Context: an optimization exercise on an open-source flow, tuned for small area and a short achievable clock period. The choices shown serve that exercise and are no tape-out recipe.
Only simulation tests tie the RTL to the original design; equivalence was not proved.
Power figures rest on the tool's default switching activity, not on a simulated workload.

==> module gp_imem_wdec, before the edit <==
module gp_imem_wdec (
  input  logic [5:0]  boot_idx,
  input  logic        boot,
  input  logic [5:0]  host_idx,
  input  logic        host,
  output logic [63:0] we,
  output logic [63:0] keep
);
  logic [5:0] bn, hn;
  logic [7:0] blo, bhi, hlo, hhi;
  assign bn = ~boot_idx;
  assign hn = ~host_idx;
  for (genvar j = 0; j < 8; j++) begin : g_pre
    gp_imem_and3 u_blo (
      .a (j[0] ? boot_idx[0] : bn[0]), .b (j[1] ? boot_idx[1] : bn[1]),
      .c (j[2] ? boot_idx[2] : bn[2]), .y (blo[j])
    );
    gp_imem_and4 u_bhi (
      .a (j[0] ? boot_idx[3] : bn[3]), .b (j[1] ? boot_idx[4] : bn[4]),
      .c (j[2] ? boot_idx[5] : bn[5]), .d (boot), .y (bhi[j])
    );
    gp_imem_and3 u_hlo (
      .a (j[0] ? host_idx[0] : hn[0]), .b (j[1] ? host_idx[1] : hn[1]),
      .c (j[2] ? host_idx[2] : hn[2]), .y (hlo[j])
    );
    gp_imem_and3 u_hhi (
      .a (j[0] ? host_idx[3] : hn[3]), .b (j[1] ? host_idx[4] : hn[4]),
      .c (j[2] ? host_idx[5] : hn[5]), .y (hhi[j])
    );
  end
  for (genvar i = 0; i < 64; i++) begin : g_w
    gp_imem_ao32 u_we (
      .a1 (hlo[i % 8]), .a2 (hhi[i / 8]), .a3 (host), .b1 (blo[i % 8]), .b2 (bhi[i / 8]),
      .y (we[i])
    );
    gp_imem_aoi32 u_keep (
      .a1 (hlo[i % 8]), .a2 (hhi[i / 8]), .a3 (host), .b1 (blo[i % 8]), .b2 (bhi[i / 8]),
      .y (keep[i])
    );
  end
endmodule
==> module gp_imem_ao32, before the edit <==
module gp_imem_ao32 (
  input  logic a1, a2, a3, b1, b2,
  output logic y
);
  assign y = (a1 & a2 & a3) | (b1 & b2);
endmodule
==> module gp_imem_aoi32, before the edit <==
module gp_imem_aoi32 (
  input  logic a1, a2, a3, b1, b2,
  output logic y
);
  assign y = ~((a1 & a2 & a3) | (b1 & b2));
endmodule
export LEC_CHECK = 0
export CAP_MARGIN = 20
export CORE_MARGIN = 2
export CORE_UTILIZATION = 45
export CTS_BUF_LIST = sky130_fd_sc_hd__clkbuf_8
export CTS_CLUSTER_DIAMETER = 60
export CTS_CLUSTER_SIZE = 15
export SETUP_SLACK_MARGIN = 2.7
export SLEW_MARGIN = 55
export SYNTH_HIERARCHICAL = 1
create_clock -name core_clock -period 5.5 [get_ports {clk}]
standard.sh (not shown) runs the stock make flow with config.mk's settings and CLKGATE_MAP_FILE= SYNTH_SCRIPT=/design/flow/synth_recipe.tcl, a recipe that flattens the netlist after the stock synthesis.
==> flow/flow/run.sh <==
#!/bin/bash
# Standard layout, with buf_2 as the port buffer instead of the cell buffer_ports picks by itself
# (a delay cell that repair_timing cannot resize out of its footprint).
set -euo pipefail
export BUFFER_PORTS_ARGS="-buffer_cell sky130_fd_sc_hd__buf_2"
bash standard.sh > standard.log 2>&1
==> next run, changes <==
--- a/flow/design.v
+++ b/flow/design.v
@@ -209,21 +209,19 @@
     gp_imem_and3 u_hlo (
       .a (j[0] ? host_idx[0] : hn[0]), .b (j[1] ? host_idx[1] : hn[1]),
       .c (j[2] ? host_idx[2] : hn[2]), .y (hlo[j])
     );
-    gp_imem_and3 u_hhi (
+    gp_imem_and4 u_hhi (
       .a (j[0] ? host_idx[3] : hn[3]), .b (j[1] ? host_idx[4] : hn[4]),
-      .c (j[2] ? host_idx[5] : hn[5]), .y (hhi[j])
+      .c (j[2] ? host_idx[5] : hn[5]), .d (host), .y (hhi[j])
     );
   end
   for (genvar i = 0; i < 64; i++) begin : g_w
-    gp_imem_ao32 u_we (
-      .a1 (hlo[i % 8]), .a2 (hhi[i / 8]), .a3 (host), .b1 (blo[i % 8]), .b2 (bhi[i / 8]),
-      .y (we[i])
-    );
-    gp_imem_aoi32 u_keep (
-      .a1 (hlo[i % 8]), .a2 (hhi[i / 8]), .a3 (host), .b1 (blo[i % 8]), .b2 (bhi[i / 8]),
-      .y (keep[i])
+    gp_imem_ao22 u_we (
+      .a1 (blo[i % 8]), .a2 (bhi[i / 8]), .b1 (hlo[i % 8]), .b2 (hhi[i / 8]), .y (we[i])
+    );
+    gp_imem_aoi22 u_keep (
+      .a1 (blo[i % 8]), .a2 (bhi[i / 8]), .b1 (hlo[i % 8]), .b2 (hhi[i / 8]), .y (keep[i])
     );
   end
 endmodule
 module gp_imem_rdec (
@@ -321,20 +319,8 @@
   output logic y
 );
   assign y = (a1 & a2) | (b1 & b2);
 endmodule
-module gp_imem_ao32 (
-  input  logic a1, a2, a3, b1, b2,
-  output logic y
-);
-  assign y = (a1 & a2 & a3) | (b1 & b2);
-endmodule
-module gp_imem_aoi32 (
-  input  logic a1, a2, a3, b1, b2,
-  output logic y
-);
-  assign y = ~((a1 & a2 & a3) | (b1 & b2));
-endmodule
 module gp_imem_aoi22 (
   input  logic a1, a2, b1, b2,
   output logic y
 );
Effect: The changed run completed with no timing, DRC or antenna violations; wire length decreases by a few percent; via count decreases by a few percent; utilization decreases by 0.55 points; final cell count decreases slightly; clock power increases slightly; non-clock buffer count decreases by 109; synthesized area barely changes; count of clock-buffer cells in the layout increases by 7; fmax decreases by a few percent; cell area decreases slightly; hold slack loses 230 ps; clock skew increases by 14 ps; sequential power stays flat.

-- static timing again, ports no longer ideal --
Ports are ideal in the flow. The routed layouts listed here were re-timed in OpenROAD.
Step 1 (the two cells are an assumption about what drives the block):
set clk [get_ports {clk}]
set_driving_cell -lib_cell sky130_fd_sc_hd__clkbuf_16 $clk
set_driving_cell -lib_cell sky130_fd_sc_hd__buf_2 [delete_from_list [all_inputs] $clk]
Step 2 also shifts input and output timing later by t, the mid clock arrival at the registers, as if the neighbouring blocks saw the same clock.
a / b / c = no drivers / after step 1 / after step 2; a / b = the first two.
run | shift t [ns] | slack for setup (ns) | hold slack, ns
the first run | 1.060 | 2.470 / 2.388 / 1.498 | 0.410 / 0.354 / 0.486
the second run | 1.046 | 2.393 / 2.315 / 1.354 | 0.181 / 0.131 / 0.490
After both steps setup and hold are still met in every run listed. The setup slack of the second run, which loses most, moves by -0.078 ns with the drivers and by -1.039 ns with both steps.
